Context: an optimization exercise on an open-source flow, tuned for small area, a short achievable clock period and few clock cycles per item. The choices shown serve that exercise and are no tape-out recipe. In this exercise RTL edits were held to simulation tests only and were not proved equivalent to the original.

==> v26 <==
// minkowski_distance_orders
module minkowski_distance_orders #(
  parameter int unsigned MAX_LEN     = mdo_pkg::MAX_LEN_DEF,
  parameter int unsigned COORD_WIDTH = mdo_pkg::COORD_WIDTH_DEF
) (
  input  logic          clk,
  input  logic          rst,
  input  logic          s_tvalid,
  output logic          s_tready,
  input  logic [31:0]   s_tdata,    
  input  logic          s_tlast,    
  output logic          m_tvalid,
  input  logic          m_tready,
  output logic [111:0]  m_tdata,    
  output logic          m_tuser     
);
  logic                    full;
  logic                    take;
  logic                    root_last;
  logic [SUM_ABS_W-1:0]    sum_abs;
  logic [SUM_SQ_W-1:0]     sum_sq;
  logic [SUM_CUBE_W-1:0]   sum_cube;
  logic [COORD_W-1:0]      max_abs;
  logic                    ovf;
  logic                    busy;         
  logic [DIST_W-1:0]       euclid, cubic;
  logic [SUM_ABS_W-1:0]    manhattan_dist;
  logic [CHEB_W-1:0]       chebyshev_dist;
  logic                    overflow;
  mdo_accum u_accum (
    .clk      (clk),
    .rst      (rst),
    .s_tvalid (s_tvalid),
    .s_tready (s_tready),
    .s_tdata  (s_tdata),
    .s_tlast  (s_tlast),
    .take     (take),
    .full     (full),
    .sum_abs  (sum_abs),
    .sum_sq   (sum_sq),
    .sum_cube (sum_cube),
    .max_abs  (max_abs),
    .ovf      (ovf)
  );
  assign take = full && (!busy || (m_tvalid && m_tready));
  mdo_roots u_roots (
    .clk      (clk),
    .rst      (rst),
    .load     (take),
    .sum_sq   (sum_sq),
    .sum_cube (sum_cube),
    .last     (root_last),
    .euclid   (euclid),
    .cubic    (cubic)
  );
  ...
==> flow/config.mk <==
export PLATFORM = sky130hd
export DESIGN_NAME = minkowski_distance_orders
export DESIGN_NICKNAME = minkowski_distance_orders
export VERILOG_FILES = /design/flow/design.v
export SDC_FILE = /design/flow/constraint.sdc
export NUM_CORES = 4
export LEC_CHECK = 0
export ABC_CLOCK_PERIOD_IN_PS = 3000
export CAP_MARGIN = 20
export CORE_MARGIN = 2
export CORE_UTILIZATION = 40
export SLEW_MARGIN = 20
==> flow/constraint.sdc <==
create_clock -name core_clock -period 10.0 [get_ports {clk}]
set_input_delay 2.0000 -clock core_clock [delete_from_list [all_inputs] [get_ports {clk}]]
set_output_delay 2.0000 -clock core_clock [all_outputs]
set_load 0.01 [all_outputs]
run.sh (not shown) runs the stock make flow with config.mk's settings and CLKGATE_MAP_FILE= SYNTH_SCRIPT=/design/flow/synth_recipe.tcl, a recipe that flattens the netlist after the stock synthesis.
==> v27: changes against v26 <==
--- a/flow/design.v
+++ b/flow/design.v
@@ -27,14 +27,12 @@
   output logic                    ovf
 );
   logic        ph;           
   logic        nf;           
   logic        adv;          
   logic        blk;
-  logic        v0, l0, f0;
-  logic [15:0] x0, y0;
   logic        v1, l1, f1;
   logic [15:0] d1;
   logic        v2, l2, f2;
   logic [15:0] d2;
   logic [31:0] q2;
   logic [31:0] ps, pc;       
@@ -43,52 +41,46 @@
   logic [16:0] df;
   logic [15:0] dabs;
   logic [15:0] mop;
   assign blk      = v1 && f1 && (full || (v2 && l2));
   assign adv      = ph && !blk;
   assign s_tready = adv;
-  assign df   = {x0[15], x0} - {y0[15], y0};
+  assign df   = {s_tdata[15], s_tdata[15:0]} - {s_tdata[31], s_tdata[31:16]};
   assign dabs = df[16] ? 16'(-df) : df[15:0];
   assign mop  = ph ? q2[31:16] : q2[15:0];
   logic [31:0] csa_s, csa_c, sq_s, sq_c;
   mdo_mul16cs u_mul (.a(d2), .b(mop), .p_s(csa_s), .p_c(csa_c));
   mdo_sq16cs  u_sq  (.d(d1), .q_s(sq_s), .q_c(sq_c));
   always_ff @(posedge clk) begin
     if (rst) begin
       ph <= 1'b0;
       nf <= 1'b1;
-      v0 <= 1'b0;
       v1 <= 1'b0;
       v2 <= 1'b0;
       hv <= 1'b0;
       full <= 1'b0;
     end else begin
       ph <= !ph;
       if (adv) begin
-        v0 <= s_tvalid;
+        v1 <= s_tvalid;
         if (s_tvalid) nf <= s_tlast;
-        v1 <= v0;
         v2 <= v1;
       end else if (ph) begin
         v2 <= 1'b0;
       end
       if (ph) hv <= v2;
       else    hv <= 1'b0;
       if (take) full <= 1'b0;
       else if (!ph && hv && hl) full <= 1'b1;
     end
   end
   always_ff @(posedge clk) begin
     if (adv) begin
-      x0 <= s_tdata[15:0];
-      y0 <= s_tdata[31:16];
-      l0 <= s_tlast;
-      f0 <= nf;
       d1 <= dabs;
-      l1 <= l0;
-      f1 <= f0;
+      l1 <= s_tlast;
+      f1 <= nf;
       d2 <= d1;
       q2 <= sq_s + sq_c;
       l2 <= l1;
       f2 <= f1;
     end
     ps <= csa_s;
@@ -754,22 +746,22 @@
   input  logic [SUM_SQ_W-1:0]     sum_sq,      
   input  logic [SUM_CUBE_W-1:0]   sum_cube,    
   output logic                    last,        
   output logic [DIST_W-1:0]       euclid,
   output logic [DIST_W-1:0]       cubic
 );
-  localparam int unsigned LD    = 3;
+  localparam int unsigned LD    = 5;    
   localparam int unsigned STEPS = 36 - LD;
   logic        busy;
   logic [5:0]  k;
-  logic [39:0] rs;           
+  logic [33:0] rs;           
   logic [36:0] r2;
   logic [35:0] y2;
   logic [38:0] r2s, t2, d2;
   logic        b2;
-  logic [55:0] rc;
+  logic [50:0] rc;
   logic [70:0] r3;
   logic [70:0] t3;           
   logic [35:0] y3;
   logic [74:0] r3s, d3;
   logic        b3;
   logic [70:0] t3_0, t3_1;
@@ -784,18 +776,46 @@
     .c_y   (ly3),
     .c_r   (lr3),
     .c_t   (lt3),
     .s_y   (ly2),
     .s_r   (lr2)
   );
+  logic [8:0]  xa3;  logic [9:0]  da3;  logic ta3;  logic [7:0]  ra3;  logic [9:0]  ua3;
+  logic [10:0] xb3;  logic [11:0] db3;  logic tb3;  logic [9:0]  rb3;  logic [11:0] ub3;
+  logic [2:0]  ya3;
+  logic [5:0]  xa2, da2;  logic ta2;  logic [4:0] ra2;
+  logic [6:0]  xb2, db2;  logic tb2;  logic [5:0] rb2;
+  logic [3:0]  ya2;
+  assign xa3 = {lr3, sum_cube[50:48]};
+  assign da3 = {1'b0, xa3} - {3'b0, lt3};
+  assign ta3 = !da3[9];
+  assign ra3 = ta3 ? da3[7:0] : xa3[7:0];
+  assign ya3 = {ly3, ta3};
+  assign ua3 = ta3 ? ({1'b0, lt3, 2'b00} + 10'(36 * ly3) + 10'd15)
+                   : ({1'b0, lt3, 2'b00} - 10'(12 * ly3) - 10'd3);
+  assign xb3 = {ra3, sum_cube[47:45]};
+  assign db3 = {1'b0, xb3} - {2'b0, ua3};
+  assign tb3 = !db3[11];
+  assign rb3 = tb3 ? db3[9:0] : xb3[9:0];
+  assign ub3 = tb3 ? ({ua3, 2'b00} + 12'(36 * ya3) + 12'd15)
+                   : ({ua3, 2'b00} - 12'(12 * ya3) - 12'd3);
+  assign xa2 = {lr2, sum_sq[33:32]};
+  assign da2 = xa2 - {1'b0, ly2, 2'b01};
+  assign ta2 = !da2[5] && (xa2 >= {1'b0, ly2, 2'b01});
+  assign ra2 = ta2 ? da2[4:0] : xa2[4:0];
+  assign ya2 = {ly2, ta2};
+  assign xb2 = {ra2, sum_sq[31:30]};
+  assign db2 = xb2 - {1'b0, ya2, 2'b01};
+  assign tb2 = (xb2 >= {1'b0, ya2, 2'b01});
+  assign rb2 = tb2 ? db2[5:0] : xb2[5:0];
   assign last = busy && (k == 6'(STEPS - 1));
-  assign r2s = {r2[36:0], rs[39:38]};
+  assign r2s = {r2[36:0], rs[33:32]};
   assign t2  = {1'b0, y2[35:0], 2'b01};
   assign d2  = r2s - t2;
   assign b2  = !d2[38];
-  assign r3s = {1'b0, r3, rc[55:53]};
+  assign r3s = {1'b0, r3, rc[50:48]};
   assign d3  = r3s - {4'b0, t3};
   assign b3  = !d3[74];
   logic [70:0] a0, b0, c0, s0, k0, a1, b1, c1, s1, k1;
   assign a0 = {t3[68:0], 2'b10};
   assign b0 = ~(71'({y3[34:0], 3'b011}));
   assign c0 = ~(71'({y3[34:0], 2'b00}));
@@ -819,30 +839,30 @@
       busy <= 1'b0;
     end
   end
   always_ff @(posedge clk) begin
     if (load) begin
       k  <= '0;
-      rs <= {sum_sq[39-2*LD:0], {(2*LD){1'b0}}};
-      r2 <= 37'(lr2);
-      rc <= {sum_cube[59-3*LD:0], {(3*LD-4){1'b0}}};
-      r3 <= 71'(lr3);
-      t3 <= 71'(lt3);
+      rs <= {sum_sq[29:0], 4'b0000};
+      r2 <= 37'(rb2);
+      rc <= {sum_cube[44:0], 6'b000000};
+      r3 <= 71'(rb3);
+      t3 <= 71'(ub3);
     end else begin
       k  <= k + 6'd1;
-      rs <= {rs[37:0], 2'b00};
+      rs <= {rs[31:0], 2'b00};
       r2 <= b2 ? d2[36:0] : r2s[36:0];
-      rc <= {rc[52:0], 3'b000};
+      rc <= {rc[47:0], 3'b000};
       r3 <= b3 ? d3[70:0] : r3s[70:0];
       t3 <= b3 ? t3_1 : t3_0;
     end
   end
   always_ff @(posedge clk) begin
     if (load) begin
-      y2 <= 36'(ly2);
-      y3 <= 36'(ly3);
+      y2 <= 36'({ya2, tb2});
+      y3 <= 36'({ya3, tb3});
     end else if (busy) begin
       y2 <= {y2[34:0], b2};
       y3 <= {y3[34:0], b3};
     end
   end
 endmodule
@@ -1351,13 +1371,20 @@
   output logic          m_tvalid,
   input  logic          m_tready,
   output logic [111:0]  m_tdata,    
   output logic          m_tuser     
 );
   logic                    full;
-  logic                    take;
+  logic                    move;         
+  logic                    take;         
+  logic                    bfull;
+  logic [SUM_ABS_W-1:0]    b_abs;
+  logic [SUM_SQ_W-1:0]     b_sq;
+  logic [SUM_CUBE_W-1:0]   b_cube;
+  logic [COORD_W-1:0]      b_max;
+  logic                    b_ovf;
   logic                    root_last;
   logic [SUM_ABS_W-1:0]    sum_abs;
   logic [SUM_SQ_W-1:0]     sum_sq;
   logic [SUM_CUBE_W-1:0]   sum_cube;
   logic [COORD_W-1:0]      max_abs;
   logic                    ovf;
@@ -1370,27 +1397,46 @@
     .clk      (clk),
     .rst      (rst),
     .s_tvalid (s_tvalid),
     .s_tready (s_tready),
     .s_tdata  (s_tdata),
     .s_tlast  (s_tlast),
-    .take     (take),
+    .take     (move),
     .full     (full),
     .sum_abs  (sum_abs),
     .sum_sq   (sum_sq),
     .sum_cube (sum_cube),
     .max_abs  (max_abs),
     .ovf      (ovf)
   );
-  assign take = full && (!busy || (m_tvalid && m_tready));
+  assign move = full && !bfull;
+  assign take = bfull && (!busy || (m_tvalid && m_tready));
+  always_ff @(posedge clk) begin
+    if (rst) begin
+      bfull <= 1'b0;
+    end else if (move) begin
+      bfull <= 1'b1;
+    end else if (take) begin
+      bfull <= 1'b0;
+    end
+  end
+  always_ff @(posedge clk) begin
+    if (move) begin
+      b_abs  <= sum_abs;
+      b_sq   <= sum_sq;
+      b_cube <= sum_cube;
+      b_max  <= max_abs;
+      b_ovf  <= ovf;
+    end
+  end
   mdo_roots u_roots (
     .clk      (clk),
     .rst      (rst),
     .load     (take),
-    .sum_sq   (sum_sq),
-    .sum_cube (sum_cube),
+    .sum_sq   (b_sq),
+    .sum_cube (b_cube),
     .last     (root_last),
     .euclid   (euclid),
     .cubic    (cubic)
   );
   always_ff @(posedge clk) begin
     if (rst) begin
@@ -1408,14 +1454,14 @@
         m_tvalid <= 1'b0;
       end
     end
   end
   always_ff @(posedge clk) begin
     if (take) begin
-      manhattan_dist <= sum_abs;
-      chebyshev_dist <= max_abs;
-      overflow       <= ovf;
+      manhattan_dist <= b_abs;
+      chebyshev_dist <= b_max;
+      overflow       <= b_ovf;
     end
   end
   assign m_tdata = {1'b0, chebyshev_dist, cubic, euclid, manhattan_dist};
   assign m_tuser = overflow;
 endmodule
Settings changed: ABC_CLOCK_PERIOD_IN_PS 3000 to unset.
==> summary.md <==
| Metric | Value |
|---|---|
| Status | no timing/DRC/antenna violations |
| #FFs+latches synth | 789 |
| Max incr delay on CP | 0.57 ns |
| Initial Util | 0.404 |
| Vias in the first global route | 45484 |
| DP Wirelength | 120 mm |
| Tmin final | 6.45 ns |
| Ys flop type | edfxtp_1 |
| Worst reg2reg path depth | 23 |
| Die extent in x | 391 um |
-- figures above: v27

==> summary.md <==
| Metric | Value |
|---|---|
| Status | no timing/DRC/antenna violations |
| Max incr delay on CP | 0.69 ns |
| Vias in the first global route | 43396 |
| Worst reg2reg path depth | 19 |
| #FFs+latches synth | 698 |
| DP Wirelength | 110 mm |
| Ys flop type | dfxtp_1 |
| Mux contribution to synthesized area | 0.0318 |
-- figures above: v26

Testbench counts of v26, summed over its fixed seeds: cycles 14,866, items 384.
Testbench counts of v27, summed over its fixed seeds: cycles 12,912, items 384.


==> job 5342 <==
minkowski_distance_orders, a different RTL version from the one above (not shown whole).
Settings: LEC_CHECK=0, CAP_MARGIN=20, CORE_MARGIN=2, CORE_UTILIZATION=40, SLEW_MARGIN=20; clock period 10.0 ns.
==> inputs of job 4798, as changes to job 5342 <==
--- a/flow/design.v
+++ b/flow/design.v
@@ -13,44 +13,58 @@
 import mdo_pkg::*;
 module mdo_accum (
   input  logic                    clk,
   input  logic                    rst,
   input  logic                    s_tvalid,
   output logic                    s_tready,
   input  logic [31:0]             s_tdata,
   input  logic                    s_tlast,
-  input  logic                    take,        
-  output logic                    full,        
+  input  logic                    bfull,       
+  output logic                    move,        
+  output logic [SUM_CUBE_W-1:0]   cube_in,     
   output logic [SUM_ABS_W-1:0]    sum_abs,
   output logic [SUM_SQ_W-1:0]     sum_sq,      
   output logic [SUM_CUBE_W-1:0]   sum_cube,    
   output logic [COORD_W-1:0]      max_abs,
   output logic                    ovf
 );
+  logic        full;         
+  logic        done;         
   logic        nf;           
   logic        adv;          
   logic        blk;
   logic        v1, l1, f1;
   logic [15:0] d1;
   logic        v2, l2, f2;
   logic [15:0] d2;
   logic [31:0] q2;
   logic [47:0] ps, pc;       
   logic        pv, pl, pf, pz;   
   logic [7:0]  cnt;
   logic        sat;          
-  logic [16:0] df;
+  logic [16:0] df, dn;
   logic [15:0] dabs;
-  assign blk      = v2 && f2 && (full || (pv && pl));
+  assign done     = pv && pl;
+  assign move     = (done || full) && !bfull;
+  assign cube_in  = full ? sum_cube : (pz ? '1 : cn);
+  assign blk      = v2 && f2 && (full || (done && bfull));
   assign adv      = !blk;
   assign s_tready = adv;
   assign df   = {s_tdata[15], s_tdata[15:0]} - {s_tdata[31], s_tdata[31:16]};
-  assign dabs = df[16] ? 16'(-df) : df[15:0];
+  assign dn   = {s_tdata[31], s_tdata[31:16]} - {s_tdata[15], s_tdata[15:0]};
+  assign dabs = df[16] ? dn[15:0] : df[15:0];
   assign sat  = !f2 && (ovf || cnt[7]);
+  logic [SUM_CUBE_W-1:0] cz, ca, cb, cs, ck, cn;
+  assign cz = pf ? '0 : sum_cube;
+  assign ca = SUM_CUBE_W'(ps);
+  assign cb = SUM_CUBE_W'(pc);
+  assign cs = cz ^ ca ^ cb;
+  assign ck = (cz & ca) | (cz & cb) | (ca & cb);
+  assign cn = cs + {ck[SUM_CUBE_W-2:0], 1'b0};
   logic [47:0] csa_s, csa_c;
   logic [31:0] sq_s, sq_c;
   mdo_mul16x32cs u_mul (.a(d2), .b(q2), .p_s(csa_s), .p_c(csa_c));
   mdo_sq16cs     u_sq  (.d(d1), .q_s(sq_s), .q_c(sq_c));
   always_ff @(posedge clk) begin
     if (rst) begin
       nf   <= 1'b1;
       v1   <= 1'b0;
@@ -59,18 +73,17 @@
       full <= 1'b0;
     end else begin
       if (adv) begin
         v1 <= s_tvalid;
         if (s_tvalid) nf <= s_tlast;
         v2 <= v1;
       end
       pv <= v2 && adv;
-      if (take) full <= 1'b0;
-      else if (pv && pl) full <= 1'b1;
+      full <= (full || done) && bfull;
     end
   end
   always_ff @(posedge clk) begin
     if (adv) begin
       d1 <= dabs;
       l1 <= s_tlast;
       f1 <= nf;
       d2 <= d1;
@@ -79,23 +92,16 @@
       f2 <= f1;
     end
     ps <= csa_s;
     pc <= csa_c;
     pl <= l2;
     pf <= f2;
     pz <= sat;
   end
-  logic [SUM_CUBE_W-1:0] cz, ca, cb, cs, ck, cn;
-  assign cz = pf ? '0 : sum_cube;
-  assign ca = SUM_CUBE_W'(ps);
-  assign cb = SUM_CUBE_W'(pc);
-  assign cs = cz ^ ca ^ cb;
-  assign ck = (cz & ca) | (cz & cb) | (ca & cb);
-  assign cn = cs + {ck[SUM_CUBE_W-2:0], 1'b0};
   always_ff @(posedge clk) begin
     if (v2 && adv) begin
       if (f2) begin
         sum_abs <= SUM_ABS_W'(d2);
         sum_sq  <= SUM_SQ_W'(q2);
         max_abs <= d2;
         cnt     <= 8'd1;
         ovf     <= 1'b0;
@@ -1180,17 +1186,18 @@
   assign s182 = ((d[12] & d[15]) & (d[13] & d[14])) | ((d[12] & d[15]) & d[14]) | ((d[13] & d[14]) & d[14]);
   assign q_s = {1'b0, (d[14] & d[15]), (d[13] & d[15]), s181, s179, s177, s175, s173, s171, s169, s167, s165, s163, s161, s159, s157, s155, s153, s151, s149, s147, s145, s143, s141, s139, s137, s135, s133, (d[0] & d[2]), (d[0] & d[1]), 1'b0, d[0]};
   assign q_c = {1'b0, d[15], s182, s180, s178, s176, s174, s172, s170, s168, s166, s164, s162, s160, s158, s156, s154, s152, s150, s148, s146, s144, s142, s140, s138, s136, s134, d[2], 1'b0, d[1], 1'b0, 1'b0};
 endmodule
 import mdo_pkg::*;
 module mdo_roots (
   input  logic                    clk,
   input  logic                    rst,
-  input  logic                    load,
+  input  logic                    load,        
+  input  logic                    load_w,      
   input  logic [SUM_SQ_W-1:0]     sum_sq,      
   input  logic [SUM_CUBE_W-1:0]   sum_cube,    
   output logic                    last,        
   output logic [DIST_W-1:0]       euclid,
   output logic [DIST_W-1:0]       cubic
 );
   localparam int unsigned LD    = 4;    
   localparam int unsigned STEPS = 36 - LD;
@@ -1206,55 +1213,45 @@
   logic [70:0] t3;           
   logic [35:0] y3;
   logic [74:0] r3s, d3;
   logic        b3;
   logic [70:0] t3_0, t3_1;
   logic [1:0]  ly3;
   logic [5:0]  lr3;
   logic [6:0]  lt3;
+  logic [9:0]  lt3_0, lt3_1;
   logic [2:0]  ly2;
   logic [3:0]  lr2;
   mdo_load_tables u_tab (
     .c_top (sum_cube[55:51]),
     .s_top (sum_sq[39:34]),
     .c_y   (ly3),
     .c_r   (lr3),
     .c_t   (lt3),
+    .c_t0  (lt3_0),
+    .c_t1  (lt3_1),
     .s_y   (ly2),
     .s_r   (lr2)
   );
   logic [8:0]  xa3;  logic [9:0]  da3;  logic ta3;  logic [7:0]  ra3;  logic [9:0]  ua3;
-  logic [10:0] xb3;  logic [11:0] db3;  logic tb3;  logic [9:0]  rb3;  logic [11:0] ub3;
   logic [2:0]  ya3;
   logic [5:0]  xa2, da2;  logic ta2;  logic [4:0] ra2;
-  logic [6:0]  xb2, db2;  logic tb2;  logic [5:0] rb2;
   logic [3:0]  ya2;
   assign xa3 = {lr3, sum_cube[50:48]};
   assign da3 = {1'b0, xa3} - {3'b0, lt3};
   assign ta3 = !da3[9];
   assign ra3 = ta3 ? da3[7:0] : xa3[7:0];
   assign ya3 = {ly3, ta3};
-  assign ua3 = ta3 ? ({1'b0, lt3, 2'b00} + 10'(36 * ly3) + 10'd15)
-                   : ({1'b0, lt3, 2'b00} - 10'(12 * ly3) - 10'd3);
-  assign xb3 = {ra3, sum_cube[47:45]};
-  assign db3 = {1'b0, xb3} - {2'b0, ua3};
-  assign tb3 = !db3[11];
-  assign rb3 = tb3 ? db3[9:0] : xb3[9:0];
-  assign ub3 = tb3 ? ({ua3, 2'b00} + 12'(36 * ya3) + 12'd15)
-                   : ({ua3, 2'b00} - 12'(12 * ya3) - 12'd3);
+  assign ua3 = ta3 ? lt3_1 : lt3_0;
   assign xa2 = {lr2, sum_sq[33:32]};
   assign da2 = xa2 - {1'b0, ly2, 2'b01};
   assign ta2 = !da2[5] && (xa2 >= {1'b0, ly2, 2'b01});
   assign ra2 = ta2 ? da2[4:0] : xa2[4:0];
   assign ya2 = {ly2, ta2};
-  assign xb2 = {ra2, sum_sq[31:30]};
-  assign db2 = xb2 - {1'b0, ya2, 2'b01};
-  assign tb2 = (xb2 >= {1'b0, ya2, 2'b01});
-  assign rb2 = tb2 ? db2[5:0] : xb2[5:0];
   assign last = busy && (k == 6'(STEPS - 1));
   assign r2s = {r2[36:0], rs[33:32]};
   assign t2  = {1'b0, y2[35:0], 2'b01};
   assign d2  = r2s - t2;
   assign b2  = !d2[38];
   assign r3s = {1'b0, r3, rc[50:48]};
   assign d3  = r3s - {4'b0, t3};
   assign b3  = !d3[74];
@@ -1278,17 +1275,17 @@
       busy <= 1'b0;
     end else if (load) begin
       busy <= 1'b1;
     end else if (last) begin
       busy <= 1'b0;
     end
   end
   always_ff @(posedge clk) begin
-    if (load) begin
+    if (load_w) begin
       k  <= '0;
       rs <= {sum_sq[31:0], 2'b00};
       r2 <= 37'(ra2);
       rc <= {sum_cube[47:0], 3'b000};
       r3 <= 71'(ra3);
       t3 <= 71'(ua3);
     end else begin
       k  <= k + 6'd1;
@@ -1310,16 +1307,18 @@
   end
 endmodule
 module mdo_load_tables (
   input  logic [4:0] c_top,    
   input  logic [5:0] s_top,    
   output logic [1:0] c_y,
   output logic [5:0] c_r,
   output logic [6:0] c_t,
+  output logic [9:0] c_t0,     
+  output logic [9:0] c_t1,     
   output logic [2:0] s_y,
   output logic [3:0] s_r
 );
   assign c_y[0] =
       (c_top == 5'd1) |
       (c_top == 5'd2) |
       (c_top == 5'd3) |
       (c_top == 5'd4) |
@@ -1567,16 +1566,379 @@
       (c_top == 5'd30) |
       (c_top == 5'd31);
   assign c_t[6] =
       (c_top == 5'd27) |
       (c_top == 5'd28) |
       (c_top == 5'd29) |
       (c_top == 5'd30) |
       (c_top == 5'd31);
+  assign c_t0[0] =
+      (c_top == 5'd0) |
+      (c_top == 5'd1) |
+      (c_top == 5'd2) |
+      (c_top == 5'd3) |
+      (c_top == 5'd4) |
+      (c_top == 5'd5) |
+      (c_top == 5'd6) |
+      (c_top == 5'd7) |
+      (c_top == 5'd8) |
+      (c_top == 5'd9) |
+      (c_top == 5'd10) |
+      (c_top == 5'd11) |
+      (c_top == 5'd12) |
+      (c_top == 5'd13) |
+      (c_top == 5'd14) |
+      (c_top == 5'd15) |
+      (c_top == 5'd16) |
+      (c_top == 5'd17) |
+      (c_top == 5'd18) |
+      (c_top == 5'd19) |
+      (c_top == 5'd20) |
+      (c_top == 5'd21) |
+      (c_top == 5'd22) |
+      (c_top == 5'd23) |
+      (c_top == 5'd24) |
+      (c_top == 5'd25) |
+      (c_top == 5'd26) |
+      (c_top == 5'd27) |
+      (c_top == 5'd28) |
+      (c_top == 5'd29) |
+      (c_top == 5'd30) |
+      (c_top == 5'd31);
+  assign c_t0[1] = 1'b0;
+  assign c_t0[2] =
+      (c_top == 5'd1) |
+      (c_top == 5'd2) |
+      (c_top == 5'd3) |
+      (c_top == 5'd4) |
+      (c_top == 5'd5) |
+      (c_top == 5'd6) |
+      (c_top == 5'd7) |
+      (c_top == 5'd27) |
+      (c_top == 5'd28) |
+      (c_top == 5'd29) |
+      (c_top == 5'd30) |
+      (c_top == 5'd31);
+  assign c_t0[3] =
+      (c_top == 5'd1) |
+      (c_top == 5'd2) |
+      (c_top == 5'd3) |
+      (c_top == 5'd4) |
+      (c_top == 5'd5) |
+      (c_top == 5'd6) |
+      (c_top == 5'd7) |
+      (c_top == 5'd8) |
+      (c_top == 5'd9) |
+      (c_top == 5'd10) |
+      (c_top == 5'd11) |
+      (c_top == 5'd12) |
+      (c_top == 5'd13) |
+      (c_top == 5'd14) |
+      (c_top == 5'd15) |
+      (c_top == 5'd16) |
+      (c_top == 5'd17) |
+      (c_top == 5'd18) |
+      (c_top == 5'd19) |
+      (c_top == 5'd20) |
+      (c_top == 5'd21) |
+      (c_top == 5'd22) |
+      (c_top == 5'd23) |
+      (c_top == 5'd24) |
+      (c_top == 5'd25) |
+      (c_top == 5'd26);
+  assign c_t0[4] =
+      (c_top == 5'd1) |
+      (c_top == 5'd2) |
+      (c_top == 5'd3) |
+      (c_top == 5'd4) |
+      (c_top == 5'd5) |
+      (c_top == 5'd6) |
+      (c_top == 5'd7) |
+      (c_top == 5'd8) |
+      (c_top == 5'd9) |
+      (c_top == 5'd10) |
+      (c_top == 5'd11) |
+      (c_top == 5'd12) |
+      (c_top == 5'd13) |
+      (c_top == 5'd14) |
+      (c_top == 5'd15) |
+      (c_top == 5'd16) |
+      (c_top == 5'd17) |
+      (c_top == 5'd18) |
+      (c_top == 5'd19) |
+      (c_top == 5'd20) |
+      (c_top == 5'd21) |
+      (c_top == 5'd22) |
+      (c_top == 5'd23) |
+      (c_top == 5'd24) |
+      (c_top == 5'd25) |
+      (c_top == 5'd26) |
+      (c_top == 5'd27) |
+      (c_top == 5'd28) |
+      (c_top == 5'd29) |
+      (c_top == 5'd30) |
+      (c_top == 5'd31);
+  assign c_t0[5] =
+      (c_top == 5'd1) |
+      (c_top == 5'd2) |
+      (c_top == 5'd3) |
+      (c_top == 5'd4) |
+      (c_top == 5'd5) |
+      (c_top == 5'd6) |
+      (c_top == 5'd7);
+  assign c_t0[6] =
+      (c_top == 5'd8) |
+      (c_top == 5'd9) |
+      (c_top == 5'd10) |
+      (c_top == 5'd11) |
+      (c_top == 5'd12) |
+      (c_top == 5'd13) |
+      (c_top == 5'd14) |
+      (c_top == 5'd15) |
+      (c_top == 5'd16) |
+      (c_top == 5'd17) |
+      (c_top == 5'd18) |
+      (c_top == 5'd19) |
+      (c_top == 5'd20) |
+      (c_top == 5'd21) |
+      (c_top == 5'd22) |
+      (c_top == 5'd23) |
+      (c_top == 5'd24) |
+      (c_top == 5'd25) |
+      (c_top == 5'd26) |
+      (c_top == 5'd27) |
+      (c_top == 5'd28) |
+      (c_top == 5'd29) |
+      (c_top == 5'd30) |
+      (c_top == 5'd31);
+  assign c_t0[7] =
+      (c_top == 5'd8) |
+      (c_top == 5'd9) |
+      (c_top == 5'd10) |
+      (c_top == 5'd11) |
+      (c_top == 5'd12) |
+      (c_top == 5'd13) |
+      (c_top == 5'd14) |
+      (c_top == 5'd15) |
+      (c_top == 5'd16) |
+      (c_top == 5'd17) |
+      (c_top == 5'd18) |
+      (c_top == 5'd19) |
+      (c_top == 5'd20) |
+      (c_top == 5'd21) |
+      (c_top == 5'd22) |
+      (c_top == 5'd23) |
+      (c_top == 5'd24) |
+      (c_top == 5'd25) |
+      (c_top == 5'd26) |
+      (c_top == 5'd27) |
+      (c_top == 5'd28) |
+      (c_top == 5'd29) |
+      (c_top == 5'd30) |
+      (c_top == 5'd31);
+  assign c_t0[8] =
+      (c_top == 5'd27) |
+      (c_top == 5'd28) |
+      (c_top == 5'd29) |
+      (c_top == 5'd30) |
+      (c_top == 5'd31);
+  assign c_t0[9] = 1'b0;
+  assign c_t1[0] =
+      (c_top == 5'd0) |
+      (c_top == 5'd1) |
+      (c_top == 5'd2) |
+      (c_top == 5'd3) |
+      (c_top == 5'd4) |
+      (c_top == 5'd5) |
+      (c_top == 5'd6) |
+      (c_top == 5'd7) |
+      (c_top == 5'd8) |
+      (c_top == 5'd9) |
+      (c_top == 5'd10) |
+      (c_top == 5'd11) |
+      (c_top == 5'd12) |
+      (c_top == 5'd13) |
+      (c_top == 5'd14) |
+      (c_top == 5'd15) |
+      (c_top == 5'd16) |
+      (c_top == 5'd17) |
+      (c_top == 5'd18) |
+      (c_top == 5'd19) |
+      (c_top == 5'd20) |
+      (c_top == 5'd21) |
+      (c_top == 5'd22) |
+      (c_top == 5'd23) |
+      (c_top == 5'd24) |
+      (c_top == 5'd25) |
+      (c_top == 5'd26) |
+      (c_top == 5'd27) |
+      (c_top == 5'd28) |
+      (c_top == 5'd29) |
+      (c_top == 5'd30) |
+      (c_top == 5'd31);
+  assign c_t1[1] =
+      (c_top == 5'd0) |
+      (c_top == 5'd1) |
+      (c_top == 5'd2) |
+      (c_top == 5'd3) |
+      (c_top == 5'd4) |
+      (c_top == 5'd5) |
+      (c_top == 5'd6) |
+      (c_top == 5'd7) |
+      (c_top == 5'd8) |
+      (c_top == 5'd9) |
+      (c_top == 5'd10) |
+      (c_top == 5'd11) |
+      (c_top == 5'd12) |
+      (c_top == 5'd13) |
+      (c_top == 5'd14) |
+      (c_top == 5'd15) |
+      (c_top == 5'd16) |
+      (c_top == 5'd17) |
+      (c_top == 5'd18) |
+      (c_top == 5'd19) |
+      (c_top == 5'd20) |
+      (c_top == 5'd21) |
+      (c_top == 5'd22) |
+      (c_top == 5'd23) |
+      (c_top == 5'd24) |
+      (c_top == 5'd25) |
+      (c_top == 5'd26) |
+      (c_top == 5'd27) |
+      (c_top == 5'd28) |
+      (c_top == 5'd29) |
+      (c_top == 5'd30) |
+      (c_top == 5'd31);
+  assign c_t1[2] =
+      (c_top == 5'd1) |
+      (c_top == 5'd2) |
+      (c_top == 5'd3) |
+      (c_top == 5'd4) |
+      (c_top == 5'd5) |
+      (c_top == 5'd6) |
+      (c_top == 5'd7) |
+      (c_top == 5'd27) |
+      (c_top == 5'd28) |
+      (c_top == 5'd29) |
+      (c_top == 5'd30) |
+      (c_top == 5'd31);
+  assign c_t1[3] =
+      (c_top == 5'd1) |
+      (c_top == 5'd2) |
+      (c_top == 5'd3) |
+      (c_top == 5'd4) |
+      (c_top == 5'd5) |
+      (c_top == 5'd6) |
+      (c_top == 5'd7) |
+      (c_top == 5'd8) |
+      (c_top == 5'd9) |
+      (c_top == 5'd10) |
+      (c_top == 5'd11) |
+      (c_top == 5'd12) |
+      (c_top == 5'd13) |
+      (c_top == 5'd14) |
+      (c_top == 5'd15) |
+      (c_top == 5'd16) |
+      (c_top == 5'd17) |
+      (c_top == 5'd18) |
+      (c_top == 5'd19) |
+      (c_top == 5'd20) |
+      (c_top == 5'd21) |
+      (c_top == 5'd22) |
+      (c_top == 5'd23) |
+      (c_top == 5'd24) |
+      (c_top == 5'd25) |
+      (c_top == 5'd26);
+  assign c_t1[4] =
+      (c_top == 5'd0) |
+      (c_top == 5'd1) |
+      (c_top == 5'd2) |
+      (c_top == 5'd3) |
+      (c_top == 5'd4) |
+      (c_top == 5'd5) |
+      (c_top == 5'd6) |
+      (c_top == 5'd7) |
+      (c_top == 5'd27) |
+      (c_top == 5'd28) |
+      (c_top == 5'd29) |
+      (c_top == 5'd30) |
+      (c_top == 5'd31);
+  assign c_t1[5] =
+      (c_top == 5'd1) |
+      (c_top == 5'd2) |
+      (c_top == 5'd3) |
+      (c_top == 5'd4) |
+      (c_top == 5'd5) |
+      (c_top == 5'd6) |
+      (c_top == 5'd7) |
+      (c_top == 5'd27) |
+      (c_top == 5'd28) |
+      (c_top == 5'd29) |
+      (c_top == 5'd30) |
+      (c_top == 5'd31);
+  assign c_t1[6] =
+      (c_top == 5'd1) |
+      (c_top == 5'd2) |
+      (c_top == 5'd3) |
+      (c_top == 5'd4) |
+      (c_top == 5'd5) |
+      (c_top == 5'd6) |
+      (c_top == 5'd7) |
+      (c_top == 5'd8) |
+      (c_top == 5'd9) |
+      (c_top == 5'd10) |
+      (c_top == 5'd11) |
+      (c_top == 5'd12) |
+      (c_top == 5'd13) |
+      (c_top == 5'd14) |
+      (c_top == 5'd15) |
+      (c_top == 5'd16) |
+      (c_top == 5'd17) |
+      (c_top == 5'd18) |
+      (c_top == 5'd19) |
+      (c_top == 5'd20) |
+      (c_top == 5'd21) |
+      (c_top == 5'd22) |
+      (c_top == 5'd23) |
+      (c_top == 5'd24) |
+      (c_top == 5'd25) |
+      (c_top == 5'd26) |
+      (c_top == 5'd27) |
+      (c_top == 5'd28) |
+      (c_top == 5'd29) |
+      (c_top == 5'd30) |
+      (c_top == 5'd31);
+  assign c_t1[7] = 1'b0;
+  assign c_t1[8] =
+      (c_top == 5'd8) |
+      (c_top == 5'd9) |
+      (c_top == 5'd10) |
+      (c_top == 5'd11) |
+      (c_top == 5'd12) |
+      (c_top == 5'd13) |
+      (c_top == 5'd14) |
+      (c_top == 5'd15) |
+      (c_top == 5'd16) |
+      (c_top == 5'd17) |
+      (c_top == 5'd18) |
+      (c_top == 5'd19) |
+      (c_top == 5'd20) |
+      (c_top == 5'd21) |
+      (c_top == 5'd22) |
+      (c_top == 5'd23) |
+      (c_top == 5'd24) |
+      (c_top == 5'd25) |
+      (c_top == 5'd26);
+  assign c_t1[9] =
+      (c_top == 5'd27) |
+      (c_top == 5'd28) |
+      (c_top == 5'd29) |
+      (c_top == 5'd30) |
+      (c_top == 5'd31);
   assign s_y[0] =
       (s_top == 6'd1) |
       (s_top == 6'd2) |
       (s_top == 6'd3) |
       (s_top == 6'd9) |
       (s_top == 6'd10) |
       (s_top == 6'd11) |
       (s_top == 6'd12) |
@@ -1811,71 +2173,75 @@
   output logic          s_tready,
   input  logic [31:0]   s_tdata,    
   input  logic          s_tlast,    
   output logic          m_tvalid,
   input  logic          m_tready,
   output logic [111:0]  m_tdata,    
   output logic          m_tuser     
 );
-  logic                    full;
+  logic [SUM_CUBE_W-1:0]   cube_in;
   logic                    move;         
   logic                    bfull;
   logic [SUM_ABS_W-1:0]    b_abs;
   logic [SUM_SQ_W-1:0]     b_sq;
   logic [SUM_CUBE_W-1:0]   b_cube;
   logic [COORD_W-1:0]      b_max;
   logic                    b_ovf;
   logic [SUM_ABS_W-1:0]    sum_abs;
   logic [SUM_SQ_W-1:0]     sum_sq;
   logic [SUM_CUBE_W-1:0]   sum_cube;
   logic [COORD_W-1:0]      max_abs;
   logic                    ovf;
   logic                    nin, nout;    
   logic                    out_take;
   logic [1:0]              take, busy, done, root_last;
+  logic [1:0]              take_w;       
   logic [DIST_W-1:0]       euclid [0:1];
   logic [DIST_W-1:0]       cubic  [0:1];
   logic [SUM_ABS_W-1:0]    manhattan_dist [0:1];
   logic [CHEB_W-1:0]       chebyshev_dist [0:1];
   logic [1:0]              overflow;
   mdo_accum u_accum (
     .clk      (clk),
     .rst      (rst),
     .s_tvalid (s_tvalid),
     .s_tready (s_tready),
     .s_tdata  (s_tdata),
     .s_tlast  (s_tlast),
-    .take     (move),
-    .full     (full),
+    .bfull    (bfull),
+    .move     (move),
+    .cube_in  (cube_in),
     .sum_abs  (sum_abs),
     .sum_sq   (sum_sq),
     .sum_cube (sum_cube),
     .max_abs  (max_abs),
     .ovf      (ovf)
   );
-  assign move = full && !bfull;
   always_ff @(posedge clk) begin
     if (move) begin
       b_abs  <= sum_abs;
       b_sq   <= sum_sq;
-      b_cube <= sum_cube;
+      b_cube <= cube_in;
       b_max  <= max_abs;
       b_ovf  <= ovf;
     end
   end
   assign m_tvalid = nout ? done[1] : done[0];
   assign out_take = m_tvalid && m_tready;
   for (genvar j = 0; j < 2; j++) begin : g_unit
     assign take[j] = bfull && (nin == 1'(j)) &&
                      (!busy[j] || (out_take && nout == 1'(j)));
+    assign take_w[j] = bfull && (nin == 1'(j)) &&
+                       (!busy[j] || (done[j] && nout == 1'(j)));
     mdo_roots u_roots (
       .clk      (clk),
       .rst      (rst),
       .load     (take[j]),
+      .load_w   (take_w[j]),
       .sum_sq   (b_sq),
       .sum_cube (b_cube),
       .last     (root_last[j]),
       .euclid   (euclid[j]),
       .cubic    (cubic[j])
     );
     always_ff @(posedge clk) begin
       if (rst) begin
==> notes <==
In job 4798 the global-route usage is higher than in job 5342, by 0.35 points.
Design area is about the same in job 4798 and job 5342.
In synthesized area, job 5342 and job 4798 hardly differ.
Against job 4798, the via count of job 5342 is higher by 0.30%.
First-iteration DRC count: job 5342 is higher than job 4798 (13%).
In core utilization, job 4798 and job 5342 hardly differ.
Testbench counts of job 5342, summed over its fixed seeds: cycles 6,717, items 384.
Testbench counts of job 4798, summed over its fixed seeds: cycles 6,611, items 384.

[port drivers added, routing unchanged]
No port has a modelled driver above. Below, the same layouts with a new extraction and two added sets of constraints. Step 1 sets driving cells, clkbuf_16 on the clock port and buf_2 on the other inputs (assumed; they add their load-dependent delay and slew). Step 2 adds t to the input delays and takes it off the output delays; t is the mean of the earliest and latest rising clock arrival at the registers after step 1. Input paths then give back, and output paths get back, about the clock's delay inside the block. a / b / c = ideal ports / drivers / drivers and shift; a / b = the first two.
run | shift t [ns] | slack for setup (ns) | latest minus earliest clock arrival (ns)
v26 | 0.766 | 4.001 / 4.001 / 4.001 | 0.039 / 0.039
v27 | 0.774 | 3.548 / 3.548 / 3.548 | 0.051 / 0.051
job 5342 | 0.865 | 4.231 / 4.231 / 3.929 | 0.034 / 0.034
job 4798 | 0.879 | 3.658 / 3.658 / 3.658 | 0.061 / 0.061
After both steps setup and hold are still met in every run listed. For job 5342, which loses most, drivers alone change the setup slack by 0.000 ns; drivers and shift together by -0.302 ns.
